From an optimization exercise on the open Yosys and OpenROAD flow, aimed at small area, a short achievable clock period and few clock cycles per item; shortcuts taken in it are not production practice. In this exercise RTL edits were held to simulation tests only and were not proved equivalent to the original. No activity file was given, so power comes from the tool's default toggle rates.

--- flow/design.v ---
package alu_ops_pkg;
    localparam int DATA_W    = 32;
    localparam int HALF_W    = 16;
    localparam int BYTE_W    = 8;
    localparam int DIV_STEPS = 17;
    typedef enum logic [4:0] {
        NOP,
        OR,
        AND,
        EOR,
        ADD,
        SUB,
        CMP,
        ADDX,
        SUBX,
        MOVE,
        ASL,
        LSL,
        ROL,
        ROXL,
        ASR,
        LSR,
        ROR,
        ROXR,
        DIV
    } alu_op_e;
    typedef enum logic [1:0] {
        BYTE = 2'd0,
        WORD = 2'd1,
        LONG = 2'd2
    } alu_size_e;
    typedef struct packed {
        alu_op_e           op;
        alu_size_e         size;
        logic              div_signed;
        logic [DATA_W-1:0] operand1;
        logic [DATA_W-1:0] operand2;
    } alu_req_t;
    function automatic logic size_msb(input logic [DATA_W-1:0] data, input logic [1:0] size);
        case (size)
            BYTE:    size_msb = data[BYTE_W-1];
            WORD:    size_msb = data[HALF_W-1];
            default: size_msb = data[DATA_W-1];
        endcase
    endfunction
    function automatic logic size_zero(input logic [DATA_W-1:0] data, input logic [1:0] size);
        case (size)
            BYTE:    size_zero = data[BYTE_W-1:0] == '0;
            WORD:    size_zero = data[HALF_W-1:0] == '0;
            default: size_zero = data == '0;
        endcase
    endfunction
endpackage
package alu_flags_pkg;
    typedef struct packed {
        logic x;
        logic n;
        logic z;
        logic v;
        logic c;
    } alu_ccr_t;
    typedef struct packed {
        logic [15:0] remainder;
        logic [15:0] quotient;
    } alu_div_word_t;
    typedef union packed {
        logic [31:0] long_word;
        alu_div_word_t     div;
    } alu_result_u;
    typedef struct packed {
        alu_result_u result;
        alu_ccr_t    ccr;
    } alu_unit_out_t;
    typedef struct packed {
        logic        done;
        logic        trap;
        logic        overflow;
        logic        zero_div;
        alu_result_u result;
    } alu_div_status_t;
endpackage
`timescale 1ns/1ps
module alu_divider
(
    input  logic        clock,
    input  logic        reset_n,
    input  logic        div_req,
    input  logic        div_signed,
    input  logic [31:0] dividend,
    input  logic [15:0] divisor,
    output logic        div_ready,
    output logic        zero_div,     
    output logic        collect,      
    output logic        overflow,     
    output logic [31:0] div_word,     
    output logic        quo_n,        
    output logic        quo_z         
);
    logic        pending;
    logic        busy;
    logic [2:0]  cnt;
    logic [15:0] rem_q;
    logic [15:0] quo_q;
    logic [15:0] dvs_q;     
    logic        dcin_q;    
    logic        signed_q;
    logic        quo_neg_q;
    logic        rem_neg_q;
    logic        ovf_q;
    logic        start;
    logic        a_neg;
    logic        d_neg;
    logic [31:0] a_abs;
    logic [15:0] dvs_in;
    logic        dcin_in;
    logic [17:0] ovf_sum;
    assign div_ready = !busy;
    assign zero_div  = div_req && !pending && (divisor == 16'd0);
    assign start     = div_req && !pending && (divisor != 16'd0);
    assign collect   = div_req && pending;
    assign a_neg   = div_signed && dividend[31];
    assign d_neg   = div_signed && divisor[15];
    assign a_abs   = a_neg ? -dividend : dividend;
    assign dvs_in  = d_neg ? divisor : ~divisor;
    assign dcin_in = !d_neg;
    assign ovf_sum = {2'b00, a_abs[31:16]} + {2'b01, dvs_in} + {17'd0, dcin_in};
    logic [16:0] t1, t2;
    logic [17:0] s1, s2;
    logic [15:0] r1, r2;
    logic        q1, q2;
    assign t1 = {rem_q, quo_q[15]};
    assign s1 = {1'b0, t1} + {2'b01, dvs_q} + {17'd0, dcin_q};
    assign q1 = s1[17];
    assign r1 = q1 ? s1[15:0] : t1[15:0];
    assign t2 = {r1, quo_q[14]};
    assign s2 = {1'b0, t2} + {2'b01, dvs_q} + {17'd0, dcin_q};
    assign q2 = s2[17];
    assign r2 = q2 ? s2[15:0] : t2[15:0];
    always_ff @(posedge clock or negedge reset_n) begin
        if (!reset_n) begin
            pending <= 1'b0;
            busy    <= 1'b0;
        end else begin
            if (start) begin
                pending <= 1'b1;
                busy    <= 1'b1;
            end else begin
                if (collect) pending <= 1'b0;
                if (cnt == 3'd7) busy <= 1'b0;
            end
        end
    end
    always_ff @(posedge clock) begin
        if (start) begin
            cnt       <= 3'd0;
            rem_q     <= a_abs[31:16];
            quo_q     <= a_abs[15:0];
            dvs_q     <= dvs_in;
            dcin_q    <= dcin_in;
            signed_q  <= div_signed;
            quo_neg_q <= a_neg ^ d_neg;
            rem_neg_q <= a_neg;
            ovf_q     <= ovf_sum[17];
        end else if (busy) begin
            cnt   <= cnt + 3'd1;
            rem_q <= r2;
            quo_q <= {quo_q[13:0], q1, q2};
        end
    end
    logic quo_nz;
    assign quo_nz   = quo_q != 16'd0;
    assign overflow = ovf_q | (signed_q & (quo_neg_q ? (quo_q[15] & (quo_q[14:0] != 15'd0))
                                                     : quo_q[15]));
    assign quo_n    = quo_neg_q ? quo_nz : quo_q[15];
    assign quo_z    = !quo_nz;
    assign div_word = {rem_neg_q ? -rem_q : rem_q, quo_neg_q ? -quo_q : quo_q};
endmodule
`timescale 1ns/1ps
module alu_top
(
    input  logic        clock,
    input  logic        reset_n,
    input  logic [4:0]  op,
    input  logic [1:0]  size,
    input  logic        div_signed,
    input  logic [31:0] operand1,
    input  logic [31:0] operand2,
    output logic [31:0] result,
    output logic [4:0]  ccr,
    output logic        div_trap,
    output logic        div_ready
);
    logic [31:0] a, b;
    logic        x_q, n_q, z_q, v_q, c_q;
    assign a   = operand1;
    assign b   = operand2;
    assign ccr = {x_q, n_q, z_q, v_q, c_q};
    logic op_or, op_and, op_eor, op_add, op_sub, op_cmp, op_addx, op_subx, op_move;
    logic op_asl, op_lsl, op_rol, op_roxl, op_asr, op_lsr, op_ror, op_roxr, op_div;
    assign op_or   = op == 5'd1;
    assign op_and  = op == 5'd2;
    assign op_eor  = op == 5'd3;
    assign op_add  = op == 5'd4;
    assign op_sub  = op == 5'd5;
    assign op_cmp  = op == 5'd6;
    assign op_addx = op == 5'd7;
    assign op_subx = op == 5'd8;
    assign op_move = op == 5'd9;
    assign op_asl  = op == 5'd10;
    assign op_lsl  = op == 5'd11;
    assign op_rol  = op == 5'd12;
    assign op_roxl = op == 5'd13;
    assign op_asr  = op == 5'd14;
    assign op_lsr  = op == 5'd15;
    assign op_ror  = op == 5'd16;
    assign op_roxr = op == 5'd17;
    assign op_div  = op == 5'd18;
    logic is_logic, is_arith, is_left, is_right, subtract, extended;
    assign is_logic = op_or | op_and | op_eor | op_move;
    assign is_arith = op_add | op_sub | op_cmp | op_addx | op_subx;
    assign is_left  = op_asl | op_lsl | op_rol | op_roxl;
    assign is_right = op_asr | op_lsr | op_ror | op_roxr;
    assign subtract = op_sub | op_cmp | op_subx;
    assign extended = op_addx | op_subx;
    function automatic logic msb_of(input logic [31:0] d, input logic [1:0] s);
        case (s)
            2'd0:    msb_of = d[7];
            2'd1:    msb_of = d[15];
            default: msb_of = d[31];
        endcase
    endfunction
    function automatic logic zero_of(input logic [31:0] d, input logic [1:0] s);
        case (s)
            2'd0:    zero_of = d[7:0] == 8'd0;
            2'd1:    zero_of = d[15:0] == 16'd0;
            default: zero_of = d == 32'd0;
        endcase
    endfunction
    logic        xin;
    logic [31:0] sum;
    assign xin = extended & x_q;
    assign sum = a + (b ^ {32{subtract}}) + {31'd0, subtract ^ xin};
    logic [31:0] lres;
    always_comb begin
        case (1'b1)
            op_or:   lres = a | b;
            op_and:  lres = a & b;
            op_eor:  lres = a ^ b;
            default: lres = a;
        endcase
    end
    logic        dm;
    logic        lbit, rbit;
    logic [31:0] shres;
    assign dm   = msb_of(a, size);
    assign lbit = (op_rol & dm) | (op_roxl & x_q);
    assign rbit = (op_asr & dm) | (op_ror & a[0]) | (op_roxr & x_q);
    always_comb begin
        if (is_left) begin
            shres = {a[30:0], lbit};
        end else begin
            shres = {1'b0, a[31:1]};
            case (size)
                2'd0:    shres[7]  = rbit;
                2'd1:    shres[15] = rbit;
                default: shres[31] = rbit;
            endcase
        end
    end
    logic [31:0] res;
    always_comb begin
        if (is_arith)                 res = sum;
        else if (is_left | is_right)  res = shres;
        else                          res = lres;
    end
    logic rm, rz, sm, bm, carry;
    assign rm    = msb_of(res, size);
    assign rz    = zero_of(res, size);
    assign sm    = msb_of(b, size);
    assign bm    = sm ^ subtract;
    assign carry = (dm & bm) | (~rm & (dm | bm));
    logic        dv_zero_div, dv_collect, dv_overflow, dv_n, dv_z;
    logic [31:0] dv_word;
    alu_divider u_div (
        .clock      (clock),
        .reset_n    (reset_n),
        .div_req    (op_div),
        .div_signed (div_signed),
        .dividend   (a),
        .divisor    (b[15:0]),
        .div_ready  (div_ready),
        .zero_div   (dv_zero_div),
        .collect    (dv_collect),
        .overflow   (dv_overflow),
        .div_word   (dv_word),
        .quo_n      (dv_n),
        .quo_z      (dv_z)
    );
    always_ff @(posedge clock or negedge reset_n) begin
        if (!reset_n) begin
            result   <= 32'd0;
            x_q      <= 1'b0;
            n_q      <= 1'b0;
            z_q      <= 1'b0;
            v_q      <= 1'b0;
            c_q      <= 1'b0;
            div_trap <= 1'b0;
        end else begin
            if (is_logic) begin
                result <= res;
                n_q    <= rm;
                z_q    <= rz;
                v_q    <= 1'b0;
                c_q    <= 1'b0;
            end
            if (is_arith) begin
                if (!op_cmp) result <= res;
                n_q <= rm;
                z_q <= extended ? (z_q & rz) : rz;
                v_q <= (dm == bm) & (rm != dm);
                c_q <= carry ^ subtract;
                if (!op_cmp) x_q <= carry ^ subtract;
            end
            if (is_left) begin
                result <= res;
                n_q    <= rm;
                z_q    <= rz;
                v_q    <= op_asl & (rm ^ dm);
                c_q    <= dm;
                if (!op_rol) x_q <= dm;
            end
            if (is_right) begin
                result <= res;
                n_q    <= rm;
                z_q    <= rz;
                v_q    <= 1'b0;
                c_q    <= a[0];
                if (!op_ror) x_q <= a[0];
            end
            if (dv_zero_div) begin
                div_trap <= 1'b1;
                n_q      <= 1'b0;
                z_q      <= 1'b0;
                v_q      <= 1'b0;
                c_q      <= 1'b0;
            end
            if (dv_collect) begin
                div_trap <= dv_overflow;
                n_q      <= dv_overflow | dv_n;
                z_q      <= !dv_overflow & dv_z;
                v_q      <= dv_overflow;
                c_q      <= 1'b0;
                if (!dv_overflow) result <= dv_word;
            end
        end
    end
endmodule
--- flow/run.sh ---
#!/bin/bash
# synth_recipe.tcl (not shown) runs the flow's synth.tcl, then flattens the netlist and writes it again
# the make line also repeats each setting of config.mk as NAME=value (left out here)
make -C /OpenROAD-flow-scripts/flow DESIGN_CONFIG=/design/flow/config.mk WORK_HOME=/design/flow/orfs CLKGATE_MAP_FILE= SYNTH_SCRIPT=/design/flow/synth_recipe.tcl finish
--- flow/config.mk ---
export PLATFORM = sky130hd
export DESIGN_NAME = alu_top
export DESIGN_NICKNAME = alu_top
export VERILOG_FILES = /design/flow/design.v
export SDC_FILE = /design/flow/constraint.sdc
export NUM_CORES = 4
export LEC_CHECK = 0
export ABC_AREA = 1
export CAP_MARGIN = 20
export CORE_MARGIN = 2
export CORE_UTILIZATION = 60
export SETUP_SLACK_MARGIN = 1.5
export SLEW_MARGIN = 20
--- flow/constraint.sdc ---
create_clock -name core_clock -period 6.0 [get_ports {clock}]
set_input_delay 1.2000 -clock core_clock [delete_from_list [all_inputs] [get_ports {clock}]]
set_output_delay 1.2000 -clock core_clock [all_outputs]
set_load 0.01 [all_outputs]
==> flow_summary.json, run 1 <==
{
  "hold_buffers": 0,
  "synth_top_family_by_area": "simple AND/OR/NAND/NOR gates",
  "p_comb_share_pct": 66.5,
  "peakVddDrop_mv": 0.272,
  "synth_area_per_cell_um2": 6.33,
  "syn_inst": 2165,
  "cp_slowest_cell": "ha_1",
  "drive_gt1_share_pct": 7.03,
  "grt_pass1_wl_um": 75400,
  "drc": 0,
  "syn_nets": 2391,
  "synth_edf_count": 53,
  "cts_root_buf": "clkbuf_16",
  "switching_power_mw": 2.61,
  "die_area_um2": 24100,
  "stdcell_area_um2": 15800,
  "synth_xor_area_share_pct": 7.60,
  "ys_async_sr_fraction_pct": 41.7,
  "antenna_found_initial": 2,
  "overflow": 0,
  "post-route-period-util_pct": 73.1,
  "die_w_um": 155,
  "hold_class": "reg -> reg",
  "clockBufferDepth": 2,
  "total_leakage_power_nw": 8.10,
  "pre_cts_ws_ns": 0.590,
  "clkLatencyLatePin_ns": 0.36,
  "coreArea_um2": 22600,
  "io_buffers": 112,
  "detail-route-antenna-nets": 0,
  "synthAdderAreaFrac_pct": 14.2,
  "synth-compound-area-share_pct": 16.1,
  "area_growth_pct": 15.5,
  "grt_max_degree": 55,
  "setup_slack_ns": 1.61,
  "wire_per_inst_um": 19.1,
  "synth_simple_gate_area_share_pct": 31.6,
  "fin_crit_ns": 4.39,
  "relSlewSlack_pct": 35.0,
  "worst_slew_pin_slew_ns": 0.975,
  "ctsHtreeMaxLevel": 3,
  "arrival_ns": 4.67,
  "hold_viol": 0,
  "vias_per_cell": 6.01,
  "critPathLaunchType": "input port",
  "path_class": "in -> reg",
  "row_count": 55,
  "finalMaxSlewViolations": 0,
  "skew_ns": 0.0122,
  "dp_hpwl_um": 38500,
  "cpMostUsedCell": "nand2_1",
  "synth-seq-area-share_pct": 19.3,
  "place_area_um2": 15000,
  "rsz0062_at_grt": "true",
  "clkSlewWorstSetupHoldPaths_ns": 0.08,
  "gp_congestion": 1.03,
  "ys_types": 60,
  "switching_share_pct": 48.4,
  "p_seq_share_pct": 21.9,
  "crit_family": "simple AND/OR/NAND/NOR gates",
  "via_count": 15403,
  "io-pin-count": 113,
  "critPathCaptureType": "flop",
  "wl_um": 49000,
  "power_density_nw_per_um2": 340,
  "worst-path-buf-inv": 3,
  "outcome": "complete, no violations",
  "fmax_mhz": 228,
  "required_ns": 6.28,
  "path_max_fanout": 6,
  "start_util_pct": 60.8,
  "setup-violations-final": 0,
  "clkSinkCount": 96,
  "syn-cell-area_um2": 13700,
  "grt_pass1_vias": 14073,
  "muxShareOfSynthArea_pct": 0.219,
  "synth_ff_type": "edfxtp_1",
  "timing.max_cap.violations": 0,
  "ys_seq_elements": 96,
  "crit_chain": "clkbuf_2 > inv_2 > nor2_4 > o21ai_2 > nand2_4 > buf_4 > xor2_1 > ha_1 > or2_2 > nand3_1 > nand2_1 > nand2_1 > nand2_1 > nand2_1 > nand3_1 > nand3_1 > nand2_1 > nor2_1 > nand2_1 > nor2_1 > nand2_1 > nand2_1 > nand2_1 > a21oi_1",
  "grt.total_usage_pct": 40.0,
  "die_y_um": 155,
  "cts_made_buffers": 9,
  "p_int_mw": 2.78,
  "nets": 2496,
  "firstDrtPassIters": 6,
  "tritoncts": "done",
  "drt_iter0_markers": 1499,
  "synth_warnings": 2,
  "slowest_delay_ns": 0.40,
  "fin_setup_tns_ns": 0,
  "p_clk_share_pct": 11.6
}
==> synthesized netlist by cell type, types with 5 or more instances <==
library cell,number,share of area [%]
o21ai_1,5,0.18
nand3b_1,5,0.27
nor2_2,5,0.23
inv_1,296,8.1
nand2_1,643,18
inv_2,6,0.16
o21bai_1,14,0.77
nor3_1,28,1.0
dfrtp_1,40,7.3
a31oi_1,9,0.41
fa_1,6,0.88
o21ai_0,171,6.2
buf_6,7,0.57
a22oi_1,14,0.77
nor2_1,153,4.2
xor2_1,106,6.8
xnor2_1,13,0.83
o31ai_1,7,0.38
a21oi_1,122,4.5
a211oi_1,5,0.27
buf_2,13,0.47
buf_1,5,0.14
nand3_1,131,4.8
nor4_1,10,0.46
o211ai_1,15,0.82
o22ai_1,18,0.82
nand4_1,17,0.78
or2_2,10,0.46
clkbuf_1,34,0.93
ha_1,146,13
edfxtp_1,53,12
buf_4,8,0.44
==> final cells by class <==
type                       instances  area [um2]
clock inverter                     7        90.1
sequential                        96        2650
tap                              285         357
antenna                            1        2.50
multi-input combinational       1696        9840
inverter                         306        1150
clock buffer                       9         225
timing repair buffer             161        1520
fill                            2026        6730
==> registers in the layout, summed over array words and instances (netlist names) <==
| register | flops |
|---|---|
| n_q | 1 |
| u_div.rem_q | 16 |
| u_div.quo_q | 16 |
| u_div.rem_neg_q | 1 |
| u_div.pending | 1 |
| u_div.cnt | 3 |
| u_div.ovf_q | 1 |
| u_div.dcin_q | 1 |
| result | 32 |
| v_q | 1 |
| x_q | 1 |
| u_div.quo_neg_q | 1 |
| z_q | 1 |
| u_div.dvs_q | 16 |
| div_trap | 1 |
| c_q | 1 |
| u_div.busy | 1 |
| u_div.signed_q | 1 |
==> cells in the final DEF, fill, tap and decap left out, types with 6 or more instances in the layout <==
master	netlist	layout
nor3_1	28	20
nand2_1	643	640
edfxtp_1	53	53
o31ai_1	7	6
nand3_1	131	126
o21ai_1	5	8
a22oi_1	14	14
nor3_2	2	8
ha_1	146	141
or2_2	10	10
nand4_1	17	17
o22ai_1	18	18
a21oi_1	122	117
dfrtp_1	40	40
nor2_1	153	149
buf_4	8	44
xor2_1	106	104
nand3_2	4	9
clkdlybuf4s50_1	0	103
o21ai_0	171	164
nor4_1	10	9
nor2_4	3	9
inv_1	296	293
inv_2	6	10
clkbuf_16	0	9
xnor2_1	13	13
a31oi_1	9	9
o211ai_1	15	15
o21bai_1	14	14
==> layer usage <==
layer | vias up | track usage [%] | routed length, um
li1 | 7272 | - | -
met1 | 6986 | 53.8 | 19600
met2 | 943 | 62.0 | 21100
met3 | 200 | 8.30 | 5630
met4 | 2 | 18.5 | 2710
met5 | - | 0 | 13
==> final timing paths <==
| kind | start | endpoint | slack [ns] | depth (start not counted) |
|---|---|---|---|---|
| setup / recovery | op[1] | z_q | 1.61 | 24 |
| hold / removal | u_div.cnt[2] | u_div.cnt[2] | 0.47 | 2 |
| setup reg to reg | u_div.dvs_q[14] | u_div.rem_q[15] | 1.72 | 24 |
| hold reg to reg | u_div.cnt[2] | u_div.cnt[2] | 0.47 | 2 |
| max in group asynchronous | reset_n | z_q | 4.40 | 1 |
| min in group asynchronous | reset_n | result[28] | 1.00 | 1 |
==> cells by family after synthesis <==
| group | after synthesis |
|---|---|
| XOR/XNOR | 119 |
| flip-flops | 96 |
| multiplexers | 3 |
| buffers and inverters | 373 |
| adder cells (fa/ha/maj) | 152 |
| AND/OR/NAND/NOR | 1025 |
| AO/OA/AOI/OAI | 397 |
==> power groups by stage <==
| stage | registers (mW) | clock network (mW) | logic [mW] |
|---|---|---|---|
| finish | 1.18 | 0.624 | 3.58 |
| global route | 1.20 | 0.649 | 3.97 |
| CTS | 1.18 | 0.624 | 3.33 |
| detailed placement | 1.21 | 0 | 3.21 |
| global placement | 1.20 | 0 | 3.13 |
| floorplan | 1.18 | 0 | 2.30 |
==> tightest hold or removal path: cells and delay by family (launching register included) <==
kind	cells	cell delay [ns]
AO/OA/AOI/OAI	1	0.05
flip-flops	1	0.32
AND/OR/NAND/NOR	1	0.06
==> what timing repair did <==
item                       4_1_cts  5_1_grt
hold endpoints to repair         0        0
resized for setup               36       52
pin swaps                        5       17
buffers inserted                 9       16
setup endpoints to repair       43       31
gates cloned                     1        0
==> per-stage QoR <==
step | hold WS [ns] | instances | total power, mW | utilization (%)
finish | 0.471 | 2561 | 5.39 | 70.2
global route | 0.509 | 2560 | 5.82 | 70.2
global placement | 0.451 | 2518 | 4.33 | 66.6
floorplan | 0.445 | 2165 | 3.47 | -
detailed placement | 0.461 | 2518 | 4.43 | 66.6
CTS | 0.473 | 2544 | 5.13 | 68.9
Testbench counts, summed over its fixed seeds: cycles 22,090, ops 19,200.
==> run 2, diff against run 1 <==
==> flow/flow/run.sh (new file) <==
#!/bin/bash
# Standard layout, with the port buffers made from sky130_fd_sc_hd__buf_2
# cells instead of the delay cells buffer_ports picks by default
set -e
export BUFFER_PORTS_ARGS="-buffer_cell sky130_fd_sc_hd__buf_2"
bash standard.sh > standard.log 2>&1
==> flow/standard.sh (new file) <==
#!/bin/bash
# synth_recipe.tcl (not shown) runs the flow's synth.tcl, then flattens the netlist and writes it again
# the make line also repeats each setting of config.mk as NAME=value (left out here)
make -C /OpenROAD-flow-scripts/flow DESIGN_CONFIG=/design/flow/config.mk WORK_HOME=/design/flow/orfs CLKGATE_MAP_FILE= SYNTH_SCRIPT=/design/flow/synth_recipe.tcl "${@:-finish}"
removed: flow/run.sh
==> flow_summary.json, run 2 <==
{
  "synthAdderAreaFrac_pct": 14.2,
  "ys_top_cells_by_count": "643 x nand2_1, 296 x inv_1, 171 x o21ai_0",
  "finalMaxSlewViolations": 0,
  "die_area_um2": 24100,
  "synth_area_per_cell_um2": 6.33,
  "outcome": "complete, no violations",
  "mostFrequentLayoutCell": "nand2_1",
  "syn_nets": 2391,
  "fin_crit_ns": 4.37,
  "cts_root_buf": "clkbuf_16",
  "grt_pass1_vias": 13733,
  "antenna_found_initial": 0,
  "dp_hpwl_um": 38700,
  "gp_congestion": 1.00,
  "total_leakage_power_nw": 8.04,
  "top_register": "result",
  "via_count": 15214,
  "yosysTopAreaCellShare_pct": 17.6,
  "num_antenna_cells": 0,
  "synth-compound-area-share_pct": 16.1,
  "peakVddDrop_mv": 0.253,
  "synth_xor_area_share_pct": 7.60,
  "setup_slack_ns": 1.63,
  "syn-cell-area_um2": 13700,
  "die_w_um": 155,
  "cts_made_buffers": 9,
  "seq_area_um2": 2650,
  "path_class": "in -> reg",
  "min_from": "u_div.cnt[2]",
  "start_util_pct": 60.8,
  "detail-route-antenna-nets": 0,
  "synth-seq-area-share_pct": 19.3,
  "grt_pass1_wl_um": 74800,
  "worst_r2r_path_depth": 23,
  "syn_inst": 2165,
  "ys_seq_elements": 96,
  "hold_buffers": 0,
  "reg2reg_to": "u_div.rem_q[12]",
  "required_ns": 6.25,
  "wl_um": 49100,
  "ctsHtreeMaxLevel": 3,
  "critPathCaptureType": "flop",
  "area_growth_pct": 11.6,
  "r2r-start": "u_div.dvs_q[14]",
  "final_cell_mix": "630 x nand2_1, 292 x inv_1, 164 x o21ai_0, 147 x nor2_1, 143 x ha_1",
  "muxShareOfSynthArea_pct": 0.219,
  "ys_async_sr_fraction_pct": 41.7,
  "path_max_fanout": 10,
  "synth_warnings": 2,
  "grt.total_usage_pct": 39.8,
  "pre_cts_ws_ns": 0.739,
  "critPathLaunchType": "input port",
  "clkSinkCount": 96,
  "hold_class": "reg -> reg",
  "vias_per_cell": 5.95,
  "synth_edf_count": 53,
  "skew_ns": 0.0107,
  "ys_types": 60,
  "stdcell_area_um2": 15300,
  "multi_input_area_um2": 9870,
  "timing.max_cap.violations": 0,
  "synth_top_family_by_area": "simple AND/OR/NAND/NOR gates",
  "grt_max_degree": 56,
  "synth_simple_gate_area_share_pct": 31.6,
  "drive_gt1_share_pct": 12.0,
  "yosys.cell_count.top_type": "nand2_1",
  "clkSlewWorstSetupHoldPaths_ns": 0.08,
  "setup-violations-final": 0,
  "overflow": 0,
  "whs_path_depth": 2,
  "finalPower_mw": 5.31,
  "drc": 0,
  "arrival_ns": 4.62,
  "synth_area_leaders": "nand2_1 18%, ha_1 13%, edfxtp_1 12%, inv_1 8.1%, dfrtp_1 7.3%",
  "place_area_um2": 14400,
  "nFillCells": 2120,
  "hold_end": "u_div.cnt[2]",
  "io-pin-count": 113,
  "firstDrtPassIters": 6,
  "clkLatencyLatePin_ns": 0.35,
  "largest_register_ffs": 32,
  "die_y_um": 155,
  "tritoncts": "done",
  "row_count": 55,
  "clockBufferDepth": 2,
  "hold_viol": 0,
  "io_buffers": 112,
  "yosys.area.top_type": "nand2_1",
  "post-route-period-util_pct": 72.8,
  "wire_per_inst_um": 19.2,
  "rsz0062_at_grt": "false",
  "coreArea_um2": 22600,
  "synth_ff_type": "edfxtp_1",
  "r2r_setup_slack_ns": 1.73,
  "fmax_mhz": 229,
  "fin_setup_tns_ns": 0,
  "relSlewSlack_pct": 38.8,
  "worst_slew_pin_slew_ns": 0.918,
  "power_density_nw_per_um2": 347,
  "drt_iter0_markers": 1734,
  "nets": 2493
}
run 2: cell counts after synthesis:
No cell type changed its count.
run 2: cell families (layout without fill, tap and decap cells):
| kind of cell | after synthesis | after routing |
|---|---|---|
| xor gates and xnor gates | 119 | 119 |
| and+or+nand+nor | 1025 | 1027 |
| buffers and inverters | 373 | 478 |
| muxes | 3 | 3 |
| adders and majority gates | 152 | 152 |
| DFF | 96 | 96 |
| AOI/OAI and AO/OA | 397 | 397 |
run 2: worst max-delay path, stage by stage:
cell and delay, ns:
clkbuf_4 0.19, nor2_4 0.19, nand3_2 0.14, nand2_4 0.12
buf_12 0.14, clkinvlp_4 0.12, xor2_2 0.19, fa_2 0.39
buf_4 0.15, nand2_1 0.07, nand2_1 0.08, nand3_1 0.08
nand2_1 0.10, nand2_1 0.12, nand2_1 0.11, nand2_1 0.12
nand2_1 0.05, nand2_1 0.06, nand3_1 0.09, nand2_1 0.21
nand2_1 0.12, nand3_1 0.15, nand3_1 0.12, nand3_1 0.13
nand2_1 0.07, nand2_1 0.06, nand2_1 0.04
run 2: how the worst max path moves through the flow:
stage / from / cells past startpoint / endpoint / slack, ns
final: op[0] / 27 / c_q / 1.63
after global routing: u_div.dvs_q[14] / 23 / u_div.rem_q[7] / 1.48
after CTS: u_div.dcin_q / 22 / u_div.rem_q[1] / 1.52
after detailed placement: u_div.rem_q[12] / 22 / u_div.quo_q[0] / 0.74
after global placement: u_div.rem_q[12] / 22 / u_div.quo_q[0] / 0.88
after floorplan: op[0] / 25 / z_q / 1.69
run 2: stage by stage:
| stage | hold slack (ns) | cells | utilization (%) |
|---|---|---|---|
| CTS | 0.474 | 2533 | 65.7 |
| finish | 0.474 | 2557 | 67.8 |
| detailed placement | 0.461 | 2509 | 63.8 |
| global placement | 0.451 | 2509 | 63.8 |
| global route | 0.497 | 2557 | 67.8 |
| floorplan | 0.445 | 2165 | - |
run 2: routing by layer:
layer | track usage (%) | vias up | share of wire [%]
li1 | - | 7270 | -
met1 | 55.2 | 6867 | 40
met2 | 61.5 | 929 | 43
met3 | 4.82 | 148 | 11
met4 | 19.7 | 0 | 5.4
met5 | 0 | - | 0
run 2: cell type report:
cell class / count / area share [%]
well taps: 285 / 2.33
multi-input cells: 1698 / 64.5
flip-flops and latches: 96 / 17.3
clock inverters: 7 / 0.605
clock buffers: 9 / 1.47
inverters: 306 / 7.64
repair buffers: 156 / 6.12
run 2: repair_timing:
action	in CTS	in global routing
resized for setup	13	72
pin swaps	3	18
gates cloned	2	1
endpoints found under the setup margin	21	25
buffers inserted	6	23
endpoints found under the hold margin	0	0
run 2: power by group:
group | total (mW) | switching, mW | internal, mW
clock network | 0.622 | 0.285 | 0.338
registers | 1.18 | 0.166 | 1.01
logic | 3.51 | 2.19 | 1.31
==> run 3, diff against run 2 <==
==> flow/flow/run.sh (replaced) <==
#!/bin/bash
# Standard layout, with the port buffers made from sky130_fd_sc_hd__buf_1
# cells instead of the delay cells buffer_ports picks by default
set -e
export BUFFER_PORTS_ARGS="-buffer_cell sky130_fd_sc_hd__buf_1"
bash standard.sh > standard.log 2>&1
==> flow_summary.json, run 3 <==
{
  "outcome": "complete, no violations",
  "ys_types": 60,
  "vias_per_cell": 6.01,
  "p_clk_share_pct": 11.9,
  "drc": 0,
  "clkLatencyLatePin_ns": 0.36,
  "yosysTopAreaCellShare_pct": 17.6,
  "dpl.cell_count": 2513,
  "mostFrequentLayoutCell": "nand2_1",
  "multi_input_area_um2": 9750,
  "seq_area_um2": 2650,
  "synth-seq-area-share_pct": 19.3,
  "hold-worst-slack_ns": 0.470,
  "area_growth_pct": 8.99,
  "fmax_mhz": 224,
  "die_area_um2": 24100,
  "start_util_pct": 60.8,
  "fin_setup_tns_ns": 0,
  "top_register": "result",
  "overflow": 0,
  "grt_pass1_wl_um": 74500,
  "path_max_fanout": 5,
  "path_class": "in -> reg",
  "skew_ns": 0.0107,
  "largest_register_ffs": 32,
  "clkSlewWorstSetupHoldPaths_ns": 0.08,
  "timing.max_cap.violations": 0,
  "cts_made_buffers": 9,
  "firstDrtPassIters": 6,
  "num_antenna_cells": 0,
  "io-pin-count": 113,
  "wl_um": 49200,
  "die_w_um": 155,
  "worst_slew_pin_slew_ns": 1.04,
  "syn_inst": 2165,
  "gp_congestion": 1.01,
  "synth_area_leaders": "nand2_1 18%, ha_1 13%, edfxtp_1 12%, inv_1 8.1%, dfrtp_1 7.3%",
  "synth_edf_count": 53,
  "syn-cell-area_um2": 13700,
  "whs_path_depth": 2,
  "coreArea_um2": 22600,
  "nFillCells": 2117,
  "grt_max_degree": 55,
  "critPathLaunchType": "input port",
  "setup-violations-final": 0,
  "hold_viol": 0,
  "cts_root_buf": "clkbuf_16",
  "synth_warnings": 2,
  "p_comb_share_pct": 65.4,
  "detail-route-antenna-nets": 0,
  "power_density_nw_per_um2": 350,
  "drive_gt1_share_pct": 5.87,
  "worst_r2r_path_depth": 23,
  "switching_power_mw": 2.59,
  "ys_async_sr_fraction_pct": 41.7,
  "final_cell_count_no_fill": 2549,
  "clockBufferDepth": 2,
  "final_cell_mix": "636 x nand2_1, 296 x inv_1, 164 x o21ai_0, 149 x nor2_1, 143 x ha_1",
  "synth_area_per_cell_um2": 6.33,
  "setup_slack_ns": 1.54,
  "relSlewSlack_pct": 30.4,
  "ctsHtreeMaxLevel": 3,
  "yosys.cell_count.top_type": "nand2_1",
  "nets": 2485,
  "grt_pass1_vias": 13692,
  "fin_crit_ns": 4.46,
  "post-route-period-util_pct": 74.3,
  "syn_nets": 2391,
  "tritoncts": "done",
  "ys_top_cells_by_count": "643 x nand2_1, 296 x inv_1, 171 x o21ai_0",
  "hold_buffers": 0,
  "finalMaxSlewViolations": 0,
  "critPathCaptureType": "flop",
  "row_count": 55,
  "pre_cts_ws_ns": 0.709,
  "peakVddDrop_mv": 0.223,
  "rsz0062_at_grt": "true",
  "io_buffers": 112,
  "switching_share_pct": 49.6,
  "via_count": 15323,
  "total_leakage_power_nw": 7.69,
  "p_seq_share_pct": 22.7,
  "p_int_mw": 2.64,
  "grt.total_usage_pct": 39.7,
  "ys_seq_elements": 96,
  "clkSinkCount": 96,
  "antenna_found_initial": 1,
  "hold_class": "reg -> reg",
  "utilization_pct": 66.2,
  "die_y_um": 155,
  "drt_iter0_markers": 1758,
  "synth_ff_type": "edfxtp_1",
  "yosys.area.top_type": "nand2_1",
  "dp_hpwl_um": 39100,
  "required_ns": 6.27,
  "wire_per_inst_um": 19.3,
  "arrival_ns": 4.73
}
[run 3: cell counts after synthesis]
Identical to the previous run, type by type.
[run 3: logic make-up after synthesis]
family	Yosys count	share of synthesized area (%)
XOR/XNOR	119	7.60
multiplexers	3	0.219
adder cells (fa/ha/maj)	152	14.2
AND/OR/NAND/NOR	1025	31.6
AO/OA/AOI/OAI	397	16.1
flip-flops	96	19.3
buffers and inverters	373	10.9
[run 3: critical path, stage by stage]
cell and delay (ns):
clkbuf_2 0.16, nor3_4 0.27, inv_1 0.12, o21ai_4 0.20, nand2_1 0.09, xor2_1 0.20, fa_2 0.27, inv_1 0.06
fa_1 0.39, inv_1 0.11, nand3_1 0.07, nand3_1 0.17, nand2_1 0.09, nand3_2 0.11, nand2_2 0.10, nand4_1 0.09
nand2_1 0.08, nand2_1 0.08, nand2_1 0.18, nor2_1 0.15, nand2_1 0.07, nor2_1 0.12, nand2_1 0.07, nand2_1 0.06
nand2_1 0.07, a21oi_1 0.13
[run 3: cell type report]
class,count,area share (%)
well taps,285,2.39
clock inverters,7,0.653
inverters,306,7.74
flip-flops and latches,96,17.7
multi-input cells,1697,65.2
clock buffers,9,1.51
repair buffers,149,4.75
[run 3: what timing repair did]
action / in CTS / in global routing
pin swaps: 2 / 3
cloned: 0 / 1
setup endpoints to repair: 24 / 29
setup buffers: 6 / 13
resized for setup: 19 / 37
[run 3: path summary, 6_finish.rpt]
path                               from         endpoint  slack [ns]
max in group asynchronous       reset_n    u_div.pending        4.40
setup reg to reg           u_div.dcin_q  u_div.rem_q[13]        1.68
min in group asynchronous       reset_n       result[22]        1.00
hold reg to reg            u_div.cnt[2]     u_div.cnt[2]        0.47
hold / removal             u_div.cnt[2]     u_div.cnt[2]        0.47
setup / recovery                  op[4]              z_q        1.54
[run 3: power groups by stage]
stage,clock [mW],combinational [mW],sequential (mW)
floorplan,0,2.30,1.18
global placement,0,3.00,1.19
detailed placement,0,3.05,1.20
CTS,0.625,3.17,1.18
global route,0.651,3.80,1.21
finish,0.622,3.42,1.19
[run 3: layer usage]
layer,up-vias,track usage [%],part of all wire (%)
li1,7243,-,-
met1,6968,54.5,40
met2,919,61.0,43
met3,193,6.07,11
met4,0,20.1,5.8
met5,-,0,0
[run 3: metrics by stage]
step	cell area, um2	power (mW)
after global placement	14300	4.20
after global routing	14900	5.66
after floorplan	13700	3.47
final	14900	5.23
after CTS	14700	4.98
after detailed placement	14300	4.25
==> run 4, diff against run 3 <==
--- a/flow/config.mk
+++ b/flow/config.mk
@@ -10,4 +10,4 @@
 export CORE_MARGIN = 2
 export CORE_UTILIZATION = 60
-export SETUP_SLACK_MARGIN = 1.5
+export SETUP_SLACK_MARGIN = 1.75
 export SLEW_MARGIN = 20
==> flow_summary.json, run 4 <==
{
  "hold_viol": 0,
  "largest_register_ffs": 32,
  "coreArea_um2": 22600,
  "wire_per_inst_um": 19.5,
  "total_leakage_power_nw": 7.97,
  "r2r_setup_slack_ns": 1.84,
  "cpMostUsedCell": "nand2_1",
  "cp_slowest_cell": "ha_2",
  "stdcell_area_um2": 15700,
  "cts_made_buffers": 9,
  "antenna_found_initial": 1,
  "critPathLaunchType": "input port",
  "synth_edf_count": 53,
  "start_util_pct": 60.8,
  "ys_types": 60,
  "drt_iter0_markers": 1792,
  "required_ns": 6.27,
  "die_area_um2": 24100,
  "detail-route-antenna-nets": 0,
  "area_growth_pct": 14.5,
  "yosysTopAreaCellShare_pct": 17.6,
  "final_cell_count_no_fill": 2589,
  "worst-path-buf-inv": 3,
  "yosys.cell_count.top_type": "nand2_1",
  "relSlewSlack_pct": 35.3,
  "hold-worst-slack_ns": 0.477,
  "die_y_um": 155,
  "grt.total_usage_pct": 40.6,
  "io-pin-count": 113,
  "synth_area_leaders": "nand2_1 18%, ha_1 13%, edfxtp_1 12%, inv_1 8.1%, dfrtp_1 7.3%",
  "synth_ff_type": "edfxtp_1",
  "grt_pass1_wl_um": 76800,
  "ys_async_sr_fraction_pct": 41.7,
  "outcome": "complete, no violations",
  "synth_area_per_cell_um2": 6.33,
  "row_count": 55,
  "syn-cell-area_um2": 13700,
  "final_cell_mix": "618 x nand2_1, 290 x inv_1, 154 x o21ai_0, 148 x nor2_1, 132 x ha_1",
  "synth_warnings": 2,
  "min_from": "u_div.cnt[1]",
  "path_class": "in -> reg",
  "yosys.area.top_type": "nand2_1",
  "utilization_pct": 69.5,
  "drc": 0,
  "clockBufferDepth": 2,
  "tritoncts": "done",
  "wl_um": 50600,
  "grt_max_degree": 41,
  "skew_ns": 0.0114,
  "critPathCaptureType": "flop",
  "timing.max_cap.violations": 0,
  "finalMaxSlewViolations": 0,
  "clkSinkCount": 96,
  "syn_inst": 2165,
  "place_area_um2": 14300,
  "hold_buffers": 0,
  "synth-seq-area-share_pct": 19.3,
  "peakVddDrop_mv": 0.239,
  "grt_pass1_vias": 14293,
  "crit_path_start": "op[2]",
  "finalPower_mw": 5.53,
  "arrival_ns": 4.49,
  "path_max_fanout": 19,
  "overflow": 0,
  "ctsHtreeMaxLevel": 3,
  "top_register": "result",
  "syn_nets": 2391,
  "setup-violations-final": 0,
  "post-route-period-util_pct": 70.3,
  "vias_per_cell": 6.03,
  "worst_slew_pin_slew_ns": 0.964,
  "crit_chain": "buf_2 > inv_1 > nor3_4 > o21ai_2 > nand2_4 > buf_12 > xor2_1 > ha_2 > nand2_1 > nor2_1 > nand2_1 > nor3_1 > nand2_2 > nand2_1 > nand2_1 > nand3_1 > nand2_1 > nor2_1 > nand2_1 > nor2_1 > nand2_1 > nand2_1 > nand2_1 > a21oi_1",
  "clkSlewWorstSetupHoldPaths_ns": 0.08,
  "power_density_nw_per_um2": 352,
  "nets": 2525,
  "die_w_um": 155,
  "num_antenna_cells": 0,
  "firstDrtPassIters": 7,
  "r2r-start": "u_div.quo_q[15]",
  "dpl.cell_count": 2512,
  "clkLatencyLatePin_ns": 0.36,
  "via_count": 15599,
  "fmax_mhz": 237,
  "dp_hpwl_um": 38900,
  "fin_setup_tns_ns": 0,
  "pre_cts_ws_ns": 0.669,
  "ys_top_cells_by_count": "643 x nand2_1, 296 x inv_1, 171 x o21ai_0",
  "mostFrequentLayoutCell": "nand2_1",
  "crit_family": "simple AND/OR/NAND/NOR gates",
  "cts_root_buf": "clkbuf_16",
  "setup_slack_ns": 1.78,
  "ys_seq_elements": 96,
  "gp_congestion": 0.982,
  "rsz0062_at_grt": "true",
  "slowest_delay_ns": 0.39,
  "drive_gt1_share_pct": 10.8,
  "io_buffers": 112,
  "fin_crit_ns": 4.22,
  "hold_class": "reg -> reg"
}
==> run 4: timing repair <==
action | 4_1_cts | 5_1_grt
cloned | 2 | 1
buffers inserted | 16 | 42
pin swaps | 6 | 44
gates resized for setup | 42 | 124
endpoints found under the setup margin | 44 | 39
==> run 4: logic make-up after synthesis <==
| logic type | Yosys count | share of synthesized area, % |
|---|---|---|
| XOR/XNOR | 119 | 7.60 |
| buffers and inverters | 373 | 10.9 |
| AND/OR/NAND/NOR | 1025 | 31.6 |
| AO/OA/AOI/OAI | 397 | 16.1 |
| adder cells (fa/ha/maj) | 152 | 14.2 |
| flip-flops | 96 | 19.3 |
| multiplexers | 3 | 0.219 |
==> run 4: metal layers <==
| layer | GRT usage, % | up-vias | part of all wire, % |
|---|---|---|---|
| met5 | 0 | - | 0 |
| met4 | 17.1 | 0 | 5.2 |
| met3 | 6.07 | 195 | 11 |
| met2 | 63.5 | 973 | 43 |
| met1 | 56.3 | 7103 | 41 |
| li1 | - | 7328 | - |
==> run 4: cell type report <==
| class | instances | area [um2] |
|---|---|---|
| Clock buffer | 9 | 225 |
| Clock inverter | 7 | 81.3 |
| Fill cell | 2019 | 6880 |
| Inverter | 306 | 1170 |
| Multi-Input combinational cell | 1698 | 10200 |
| Sequential cell | 96 | 2650 |
| Tap cell | 285 | 357 |
| Timing Repair Buffer | 187 | 1030 |
| Timing Repair inverter | 1 | 5.00 |
==> run 4: final timing paths <==
path | depth (start not counted) | endpoint
setup reg to reg | 22 | u_div.quo_q[0]
hold reg to reg | 2 | u_div.cnt[1]
max in group asynchronous | 1 | n_q
hold / removal | 2 | u_div.cnt[1]
min in group asynchronous | 1 | result[29]
setup / recovery | 24 | z_q
==> run 4: tightest hold or removal path, stage by stage, from the launching register on <==
cell	delay, ns
dfxtp_1	0.32
nand2_1	0.06
a21oi_1	0.05
==> run 4: power breakdown <==
| group | switching (mW) | leakage, nW | internal (mW) | total [mW] |
|---|---|---|---|---|
| registers | 0.172 | 0.976 | 1.01 | 1.18 |
| clock network | 0.300 | 0.150 | 0.300 | 0.600 |
| logic | 2.30 | 6.84 | 1.44 | 3.75 |
| total | 2.77 | 7.97 | 2.75 | 5.53 |
==> run 5, diff against run 4 <==
--- a/flow/design.v
+++ b/flow/design.v
@@ -144,5 +144,5 @@
             if (start) begin
                 pending <= 1'b1;
-                busy    <= 1'b1;
+                busy    <= !ovf_sum[17];
             end else begin
                 if (collect) pending <= 1'b0;
==> flow_summary.json, run 5 <==
{
  "clkSlewWorstSetupHoldPaths_ns": 0.08,
  "yosys.area.top_type": "nand2_1",
  "peakVddDrop_mv": 0.201,
  "rsz0062_at_grt": "true",
  "path_max_fanout": 11,
  "overflow": 0,
  "r2r_setup_slack_ns": 1.64,
  "drt_iter0_markers": 1736,
  "worst-path-buf-inv": 4,
  "hold_viol": 0,
  "synth_warnings": 2,
  "required_ns": 6.09,
  "ys_types": 57,
  "yosysTopAreaCellShare_pct": 17.7,
  "wl_um": 50200,
  "crit_chain": "ha_4 > buf_4 > a21o_1 > a221oi_4 > nand3_4 > clkinv_4 > buf_6 > nand2_1 > o21ai_2 > ha_2 > a21oi_1 > o21ai_0 > nand2_1 > o2111ai_2 > nand2_1 > nor3b_4 > nand2_4 > nor2_4 > buf_6 > a21oi_2",
  "total_leakage_power_nw": 8.06,
  "firstDrtPassIters": 6,
  "critPathLaunchType": "flop",
  "grt_pass1_wl_um": 73800,
  "final_cell_mix": "601 x nand2_1, 284 x inv_1, 146 x o21ai_0, 128 x ha_1, 126 x nor2_1",
  "hold_class": "reg -> reg",
  "post-route-period-util_pct": 72.6,
  "setup_slack_ns": 1.64,
  "timing.max_cap.violations": 0,
  "critPathCaptureType": "flop",
  "die_area_um2": 24000,
  "largest_register_ffs": 32,
  "grt.total_usage_pct": 39.3,
  "cts_made_buffers": 9,
  "synth-seq-area-share_pct": 19.4,
  "yosys.cell_count.top_type": "nand2_1",
  "fin_setup_tns_ns": 0,
  "mostFrequentLayoutCell": "nand2_1",
  "utilization_pct": 71.3,
  "vias_per_cell": 6.08,
  "synth_area_per_cell_um2": 6.31,
  "cp_slowest_cell": "edfxtp_1",
  "syn_inst": 2163,
  "row_count": 55,
  "synth-compound-area-share_pct": 16.9,
  "wire_per_inst_um": 19.3,
  "syn-cell-area_um2": 13600,
  "cts_root_buf": "clkbuf_16",
  "clkSinkCount": 96,
  "io_buffers": 112,
  "setup-violations-final": 0,
  "coreArea_um2": 22500,
  "area_growth_pct": 17.7,
  "ctsHtreeMaxLevel": 3,
  "synth_xor_area_share_pct": 7.45,
  "slowest_delay_ns": 0.50,
  "dp_hpwl_um": 37400,
  "gp_congestion": 0.976,
  "clkLatencyLatePin_ns": 0.35,
  "num_antenna_cells": 0,
  "detail-route-antenna-nets": 0,
  "die_w_um": 155,
  "relSlewSlack_pct": 31.7,
  "crit_family": "simple AND/OR/NAND/NOR gates",
  "ys_seq_elements": 96,
  "crit_cells": 20,
  "synth_top_family_by_area": "simple AND/OR/NAND/NOR gates",
  "ys_top_cells_by_count": "643 x nand2_1, 295 x inv_1, 165 x o21ai_0",
  "io-pin-count": 113,
  "muxShareOfSynthArea_pct": 0.220,
  "nets": 2534,
  "drc": 0,
  "grt_pass1_vias": 13837,
  "antenna_found_initial": 0,
  "power_density_nw_per_um2": 259,
  "synth_area_leaders": "nand2_1 18%, ha_1 13%, edfxtp_1 12%, inv_1 8.1%, dfrtp_1 7.3%",
  "cpMostUsedCell": "nand2_1",
  "clockBufferDepth": 2,
  "syn_nets": 2389,
  "drive_gt1_share_pct": 14.4,
  "start_util_pct": 60.6,
  "skew_ns": 0.00975,
  "synth_edf_count": 53,
  "via_count": 15787,
  "worst_slew_pin_slew_ns": 1.02,
  "fin_crit_ns": 4.36,
  "hold-worst-slack_ns": 0.471,
  "synth_ff_type": "edfxtp_1",
  "pre_cts_ws_ns": 0.568,
  "synth_simple_gate_area_share_pct": 30.9,
  "top_register": "result",
  "grt_max_degree": 57,
  "die_y_um": 155,
  "tritoncts": "done",
  "synthAdderAreaFrac_pct": 14.3,
  "whs_path_depth": 2,
  "worst_r2r_path_depth": 20,
  "outcome": "complete, no violations",
  "fmax_mhz": 229,
  "ys_async_sr_fraction_pct": 41.7,
  "finalMaxSlewViolations": 0,
  "arrival_ns": 4.45,
  "path_class": "reg -> reg"
}
-- run 5: cell types whose count changed after synthesis, moves of 5 or more --
| cell | before | now |
|---|---|---|
| buf_2 | 13 | 20 |
| nand3_1 | 131 | 125 |
| a21oi_1 | 122 | 133 |
| buf_6 | 7 | 1 |
| nor2_1 | 153 | 145 |
| o21ai_0 | 171 | 165 |
| a31oi_1 | 9 | 4 |
| o21ai_1 | 5 | 20 |
| nor3_1 | 28 | 23 |
-- run 5: repair_timing --
item / in CTS / in global routing
cloned: 0 / 4
buffers inserted: 27 / 40
hold buffers: 0 / 0
gates resized for setup: 50 / 204
pin swaps: 16 / 62
setup endpoints to repair: 36 / 29
-- run 5: worst paths after layout --
check,from,endpoint
worst min-delay path,u_div.cnt[1],u_div.cnt[1]
max in group asynchronous,reset_n,result[25]
worst max register to register,u_div.dvs_q[14],u_div.quo_q[0]
worst min register to register,u_div.cnt[1],u_div.cnt[1]
worst max-delay path,u_div.dvs_q[14],u_div.quo_q[0]
min in group asynchronous,reset_n,result[3]
-- run 5: logic make-up after synthesis --
kind of cell    count (synthesis)
xor+xnor                      116
mux                             3
buf+inv                       376
fa+ha+maj                     152
flops                          96
simple gates                 1005
compound gates                415
-- run 5: final cells by class --
type                    instances  area [um2]
fillers                      1977        6450
repair inverters                1        5.00
well taps                     285         357
repair buffers                200        1240
multi-input cells            1691       10300
inverters                     309        1170
clock inverters                 7        77.6
flip-flops and latches         96        2650
clock buffers                   9         225
-- run 5: worst register-to-register path, delay by kind of cell (launching register included) --
| family | cells | cell delay, ns |
|---|---|---|
| flops | 1 | 0.50 |
| fa+ha+maj | 2 | 0.65 |
| compound gates | 7 | 1.19 |
| buf+inv | 4 | 0.57 |
| simple gates | 7 | 1.19 |
-- run 5: where the power goes --
group	total, mW	leakage [nW]	switching [mW]	internal [mW]
combinational	2.58	6.95	1.58	1.00
sequential	0.997	0.965	0.106	0.891
clock	0.591	0.146	0.295	0.296
-- run 5: routing by layer --
| layer | global-route usage, % | share of wire (%) | routed length (um) |
|---|---|---|---|
| met1 | 54.8 | 40 | 19900 |
| met2 | 61.1 | 44 | 22000 |
| met3 | 5.77 | 11 | 5750 |
| met4 | 16.0 | 4.9 | 2470 |
| met5 | 0 | 0 | 0 |
-- run 5: through the flow --
step / power (mW) / std cells / instance area, um2
CTS: 3.72 / 2554 / 15000
floorplan: 2.43 / 2163 / 13600
global route: 4.43 / 2598 / 16100
finish: 4.16 / 2598 / 16100
global placement: 2.96 / 2511 / 14200
detailed placement: 2.99 / 2511 / 14200
Testbench counts of run 5, summed over its fixed seeds: cycles 21,876, ops 19,200.
==> run 6, diff against run 5 <==
--- a/flow/config.mk
+++ b/flow/config.mk
@@ -10,4 +10,4 @@
 export CORE_MARGIN = 2
 export CORE_UTILIZATION = 60
-export SETUP_SLACK_MARGIN = 1.75
+export SETUP_SLACK_MARGIN = 1.5
 export SLEW_MARGIN = 20
==> flow_summary.json, run 6 <==
{
  "pre_cts_ws_ns": 0.493,
  "drt_iter0_markers": 1662,
  "ys_types": 57,
  "final_cell_count_no_fill": 2559,
  "final_cell_mix": "635 x nand2_1, 293 x inv_1, 156 x o21ai_0, 140 x nor2_1, 136 x ha_1",
  "drive_gt1_share_pct": 7.83,
  "clockBufferDepth": 2,
  "slowest_delay_ns": 0.30,
  "finalPower_mw": 3.89,
  "ys_top_cells_by_count": "643 x nand2_1, 295 x inv_1, 165 x o21ai_0",
  "synth_area_per_cell_um2": 6.31,
  "utilization_pct": 67.6,
  "start_util_pct": 60.6,
  "grt_pass1_vias": 14036,
  "grt_pass1_wl_um": 74200,
  "finalMaxSlewViolations": 0,
  "row_count": 55,
  "clkSlewWorstSetupHoldPaths_ns": 0.08,
  "arrival_ns": 4.40,
  "skew_ns": 0.0144,
  "hold_viol": 0,
  "yosys.cell_count.top_type": "nand2_1",
  "overflow": 0,
  "ctsHtreeMaxLevel": 3,
  "top_register": "result",
  "fmax_mhz": 228,
  "r2r_setup_slack_ns": 1.67,
  "path_class": "in -> reg",
  "clkLatencyLatePin_ns": 0.35,
  "clkSinkCount": 96,
  "critPathCaptureType": "flop",
  "power_density_nw_per_um2": 256,
  "stdcell_area_um2": 15200,
  "io_buffers": 112,
  "syn-cell-area_um2": 13600,
  "peakVddDrop_mv": 0.164,
  "cts_made_buffers": 9,
  "yosysTopAreaCellShare_pct": 17.7,
  "crit_family": "simple AND/OR/NAND/NOR gates",
  "place_area_um2": 14200,
  "io-pin-count": 113,
  "antenna_found_initial": 1,
  "synth_ff_type": "edfxtp_1",
  "outcome": "complete, no violations",
  "die_y_um": 155,
  "dp_hpwl_um": 37600,
  "largest_register_ffs": 32,
  "crit_chain": "buf_1 > inv_2 > ha_1 > nand2_1 > nor2_1 > nand2_1 > nor2_4 > nand4_1 > buf_4 > o41ai_2 > xor2_1 > ha_1 > nand2_1 > inv_1 > nand4_1 > a21oi_1 > a211oi_1 > o211ai_1",
  "nets": 2495,
  "via_count": 15230,
  "synth_edf_count": 53,
  "worst_slew_pin_slew_ns": 0.945,
  "cts_root_buf": "clkbuf_16",
  "synth_warnings": 2,
  "wl_um": 48500,
  "setup-violations-final": 0,
  "setup_slack_ns": 1.61,
  "total_leakage_power_nw": 7.74,
  "hold-worst-slack_ns": 0.470,
  "fin_crit_ns": 4.39,
  "cpMostUsedCell": "nand2_1",
  "fin_setup_tns_ns": 0,
  "required_ns": 6.01,
  "dpl.cell_count": 2509,
  "die_area_um2": 24000,
  "hold_class": "reg -> reg",
  "grt.total_usage_pct": 39.1,
  "mostFrequentLayoutCell": "nand2_1",
  "post-route-period-util_pct": 73.1,
  "critPathLaunchType": "input port",
  "cp_slowest_cell": "ha_1",
  "relSlewSlack_pct": 36.9,
  "rsz0062_at_grt": "false",
  "coreArea_um2": 22500,
  "vias_per_cell": 5.95,
  "synth_area_leaders": "nand2_1 18%, ha_1 13%, edfxtp_1 12%, inv_1 8.1%, dfrtp_1 7.3%",
  "wire_per_inst_um": 19.0,
  "nFillCells": 2092,
  "yosys.area.top_type": "nand2_1",
  "worst-path-buf-inv": 4,
  "drc": 0,
  "grt_max_degree": 57,
  "ys_seq_elements": 96,
  "firstDrtPassIters": 8,
  "syn_inst": 2163,
  "ys_async_sr_fraction_pct": 41.7,
  "detail-route-antenna-nets": 0,
  "syn_nets": 2389,
  "num_antenna_cells": 0,
  "gp_congestion": 0.997,
  "timing.max_cap.violations": 0,
  "die_w_um": 155,
  "synth-seq-area-share_pct": 19.4,
  "tritoncts": "done",
  "path_max_fanout": 6,
  "area_growth_pct": 11.5
}
run 6: final timing paths:
| kind | from | endpoint | cells after the start |
|---|---|---|---|
| max in group asynchronous | reset_n | result[20] | 1 |
| hold / removal | u_div.cnt[2] | u_div.cnt[2] | 2 |
| setup / recovery | operand1[1] | u_div.ovf_q | 18 |
| setup reg to reg | u_div.rem_q[3] | u_div.quo_q[0] | 26 |
| hold reg to reg | u_div.cnt[2] | u_div.cnt[2] | 2 |
| min in group asynchronous | reset_n | result[2] | 1 |
run 6: power breakdown:
part           internal [mW]  leakage (nW)  switching (mW)
logic                  0.832          6.61            1.44
clock network          0.338         0.158           0.287
registers              0.891         0.965           0.108
run 6: final cells by class:
cell class,instances,area [um2],area share [%]
clock buffers,9,225,1.48
clock inverters,7,97.6,0.641
flip-flops and latches,96,2650,17.4
inverters,309,1170,7.70
multi-input cells,1691,9870,64.8
well taps,285,357,2.34
repair buffers,162,845,5.55
run 6: what timing repair did:
item,CTS,global route
pin swaps,3,17
endpoints found under the setup margin,24,25
setup buffers,8,26
hold buffers,0,0
resized for setup,27,64
run 6: cells by family after synthesis:
kind of cell / share of synthesized area, %
simple gates: 30.9
compound gates: 16.9
buf+inv: 10.8
fa+ha+maj: 14.3
xor+xnor: 7.45
flops: 19.4
mux: 0.220
run 6: worst register-to-register path, delay by kind of cell, from the launching register on:
kind	cells	cell delay (ns)
buffers and inverters	5	0.61
AOI/OAI and AO/OA	6	0.94
and+or+nand+nor	13	1.37
adders and majority gates	2	0.70
DFF	1	0.48
run 6: metal layers:
metal,up-vias,share of wire [%],global-route usage (%)
li1,7255,-,-
met1,6925,41,53.7
met2,885,44,60.9
met3,163,11,6.84
met4,2,4.4,16.3
met5,-,0.025,0
==> run 7, diff against run 6 <==
--- a/flow/config.mk
+++ b/flow/config.mk
@@ -9,5 +9,5 @@
 export CAP_MARGIN = 20
 export CORE_MARGIN = 2
-export CORE_UTILIZATION = 60
+export CORE_UTILIZATION = 70
 export SETUP_SLACK_MARGIN = 1.5
 export SLEW_MARGIN = 20
==> flow_summary.json, run 7 <==
{
  "wl_met3_um": 6540,
  "nets": 2487,
  "fin_crit_ns": 4.45,
  "nFillCells": 1547,
  "syn_nets": 2389,
  "skew_ns": 0.0201,
  "top_register": "result",
  "synth-compound-area-share_pct": 16.9,
  "timing.max_cap.violations": 0,
  "die_w_um": 144,
  "outcome": "complete, no violations",
  "synth_xor_area_share_pct": 7.45,
  "top_layer": "met4",
  "grt_pass1_vias": 14179,
  "peakVddDrop_mv": 0.197,
  "multi_input_area_um2": 9740,
  "synth_top_family_by_area": "simple AND/OR/NAND/NOR gates",
  "required_ns": 6.10,
  "r2r_setup_slack_ns": 1.55,
  "whs_path_depth": 2,
  "firstDrtPassIters": 6,
  "die_y_um": 144,
  "power_density_nw_per_um2": 257,
  "syn-cell-area_um2": 13600,
  "grt_pass1_wl_um": 73500,
  "ys_top_cells_by_count": "643 x nand2_1, 295 x inv_1, 165 x o21ai_0",
  "gp_congestion": 1.10,
  "ys_types": 57,
  "tritoncts": "done",
  "crit_family": "simple AND/OR/NAND/NOR gates",
  "stdcell_area_um2": 15000,
  "drt_iter0_markers": 2211,
  "reg2reg_to": "u_div.rem_q[13]",
  "rsz0062_at_grt": "true",
  "synth_warnings": 2,
  "critPathCaptureType": "flop",
  "cp_slowest_cell": "edfxtp_1",
  "synth-seq-area-share_pct": 19.4,
  "wl_um": 48500,
  "yosysTopAreaCellShare_pct": 17.7,
  "overflow": 0,
  "wl_met1_um": 18000,
  "worst_slew_pin_slew_ns": 0.928,
  "syn_inst": 2163,
  "cts_made_buffers": 9,
  "cpMostUsedCell": "nand2_1",
  "ys_async_sr_fraction_pct": 41.7,
  "synthAdderAreaFrac_pct": 14.3,
  "coreArea_um2": 19300,
  "synth_ff_type": "edfxtp_1",
  "row_count": 51,
  "place_area_um2": 14200,
  "post-route-period-util_pct": 74.2,
  "yosys.cell_count.top_type": "nand2_1",
  "detail-route-antenna-nets": 0,
  "crit_path_start": "u_div.dvs_q[2]",
  "dp_hpwl_um": 36800,
  "worst_r2r_path_depth": 25,
  "clkSlewWorstSetupHoldPaths_ns": 0.08,
  "clkLatencyLatePin_ns": 0.37,
  "setup_slack_ns": 1.55,
  "crit_cells": 25,
  "seq_area_um2": 2650,
  "area_growth_pct": 10.0,
  "clkSinkCount": 96,
  "arrival_ns": 4.55,
  "hold_class": "reg -> reg",
  "yosys.area.top_type": "nand2_1",
  "r2r-start": "u_div.dvs_q[2]",
  "vias_per_cell": 6.25,
  "synth_edf_count": 53,
  "cts_root_buf": "clkbuf_16",
  "setup-violations-final": 0,
  "ys_seq_elements": 96,
  "finalPower_mw": 3.86,
  "path_class": "reg -> reg",
  "path_max_fanout": 19,
  "muxShareOfSynthArea_pct": 0.220,
  "synth_area_per_cell_um2": 6.31,
  "relSlewSlack_pct": 38.1,
  "ctsHtreeMaxLevel": 3,
  "critPathLaunchType": "flop",
  "fmax_mhz": 225,
  "fin_setup_tns_ns": 0,
  "largest_register_ffs": 32,
  "finalMaxSlewViolations": 0,
  "grt_max_degree": 57,
  "clockBufferDepth": 2,
  "synth_simple_gate_area_share_pct": 30.9,
  "pre_cts_ws_ns": 0.680,
  "final_cell_mix": "633 x nand2_1, 292 x inv_1, 160 x o21ai_0, 142 x ha_1, 140 x nor2_1",
  "worst-path-buf-inv": 4,
  "drive_gt1_share_pct": 6.97,
  "hold_viol": 0,
  "antenna_found_initial": 0,
  "die_area_um2": 20600,
  "mostFrequentLayoutCell": "nand2_1",
  "slowest_delay_ns": 0.47,
  "num_antenna_cells": 0,
  "io-pin-count": 113,
  "total_leakage_power_nw": 7.69,
  "io_buffers": 112,
  "via_count": 15829,
  "endpoint": "u_div.rem_q[13]",
  "start_util_pct": 70.8,
  "drc": 0,
  "wire_per_inst_um": 19.2,
  "route.met2.wl_um": 21000,
  "grt.total_usage_pct": 45.6,
  "synth_area_leaders": "nand2_1 18%, ha_1 13%, edfxtp_1 12%, inv_1 8.1%, dfrtp_1 7.3%"
}
==> run 7: cell count changes in the layout (fill, tap and decap cells not counted), moves of 2 or more <==
| cell | previous run | this run |
|---|---|---|
| o21ai_2 | 7 | 5 |
| nor3_2 | 5 | 7 |
| xor2_1 | 101 | 105 |
| ha_4 | 6 | 2 |
| xor2_2 | 4 | 0 |
| buf_4 | 46 | 37 |
| clkinv_8 | 2 | 0 |
| o21ai_0 | 156 | 160 |
| nand2_4 | 2 | 4 |
| o21ai_1 | 24 | 22 |
| ha_2 | 4 | 2 |
| ha_1 | 136 | 142 |
| nand2_1 | 635 | 633 |
==> run 7: cell type report <==
class	count	share of cell area [%]
clock buffers	9	1.50
clock inverters	7	0.509
inverters	309	7.78
multi-input cells	1691	64.9
flip-flops and latches	96	17.7
well taps	265	2.21
repair buffers	154	5.44
==> run 7: worst register-to-register path, cell delays in order (launching register included) <==
cell,delay [ns]
edfxtp_1,0.47
ha_1,0.43
a21oi_1,0.14
o21ai_0,0.27
nand2_1,0.08
nand2_1,0.06
nand2_1,0.05
nand3_1,0.09
buf_6,0.14
inv_8,0.07
nand2_1,0.08
o21a_1,0.21
inv_1,0.08
ha_1,0.29
nand3b_1,0.09
nand2_1,0.13
a21oi_2,0.29
o21ai_2,0.12
nand2_1,0.07
o2111ai_1,0.11
nand2_1,0.10
nor3b_4,0.32
nand2_4,0.13
buf_12,0.18
nand3_1,0.10
nand3_1,0.11
==> run 7: worst min path at each step <==
stage	endpoint	slack, ns	from
detailed placement	u_div.cnt[2]	0.47	u_div.cnt[2]
CTS	u_div.cnt[1]	0.48	u_div.cnt[1]
finish	u_div.cnt[1]	0.47	u_div.cnt[1]
floorplan	u_div.cnt[1]	0.44	u_div.cnt[1]
global route	u_div.cnt[2]	0.49	u_div.cnt[2]
global placement	u_div.cnt[1]	0.45	u_div.cnt[1]
==> run 7: power breakdown <==
group	total [mW]	switching [mW]	internal (mW)
clock	0.606	0.307	0.300
combinational	2.26	1.45	0.811
sequential	0.999	0.108	0.891
total	3.86	1.86	2.00
==> run 7: cells by family after synthesis <==
kind of cell / Yosys count
buffers and inverters: 376
xor gates and xnor gates: 116
DFF: 96
adders and majority gates: 152
muxes: 3
and+or+nand+nor: 1005
AOI/OAI and AO/OA: 415
==> run 7: metal layers <==
metal / global-route usage (%) / vias to the layer above
met4: 21.1 / 0
met1: 59.1 / 7094
li1: - / 7258
met3: 12.0 / 291
met2: 71.2 / 1186
met5: 0 / -
==> run 7: repair_timing <==
item | 4_1_cts | 5_1_grt
endpoints found under the hold margin | 0 | 0
gates cloned | 1 | 0
buffers inserted | 8 | 18
hold buffers | 0 | 0
pin swaps | 3 | 9
setup endpoints to repair | 22 | 25
gates resized for setup | 17 | 52
==> run 7: metrics by stage <==
step | instances | utilization [%] | hold slack (ns)
after floorplan | 2163 | - | 0.445
after global placement | 2488 | 73.7 | 0.452
after detailed placement | 2488 | 73.7 | 0.466
after CTS | 2513 | 76.2 | 0.476
after global routing | 2531 | 77.9 | 0.493
final | 2531 | 77.9 | 0.474

## afterwards: timing with drivers on the ports
How much do the figures lean on ideal ports? The routed layouts below were timed once more, with nothing changed but the port constraints.
Step 1 assumes that a clkbuf_16 drives the clock port and a buf_2 every other input.
Step 2 also shifts input and output timing later by t, the mid clock arrival at the registers, as if the neighbouring blocks saw the same clock.
Three values: ideal, step 1, step 2; two values: the first two.
run	t (ns)	slack for setup (ns)	hold WS [ns]
run 1	0.400	1.613 / 1.639 / 1.239	0.471 / 0.471 / 0.471
run 2	0.393	1.630 / 1.654 / 1.261	0.474 / 0.474 / 0.474
run 3	0.397	1.544 / 1.566 / 1.169	0.470 / 0.470 / 0.470
run 4	0.391	1.782 / 1.803 / 1.412	0.477 / 0.477 / 0.477
run 5	0.391	1.642 / 1.642 / 1.394	0.471 / 0.471 / 0.471
run 6	0.392	1.613 / 1.637 / 1.245	0.470 / 0.470 / 0.470
run 7	0.396	1.547 / 1.547 / 1.193	0.474 / 0.474 / 0.474
After both steps every run listed still meets setup and hold. For run 3, which loses most, drivers alone change the setup slack by +0.022 ns; drivers and shift together by -0.375 ns.
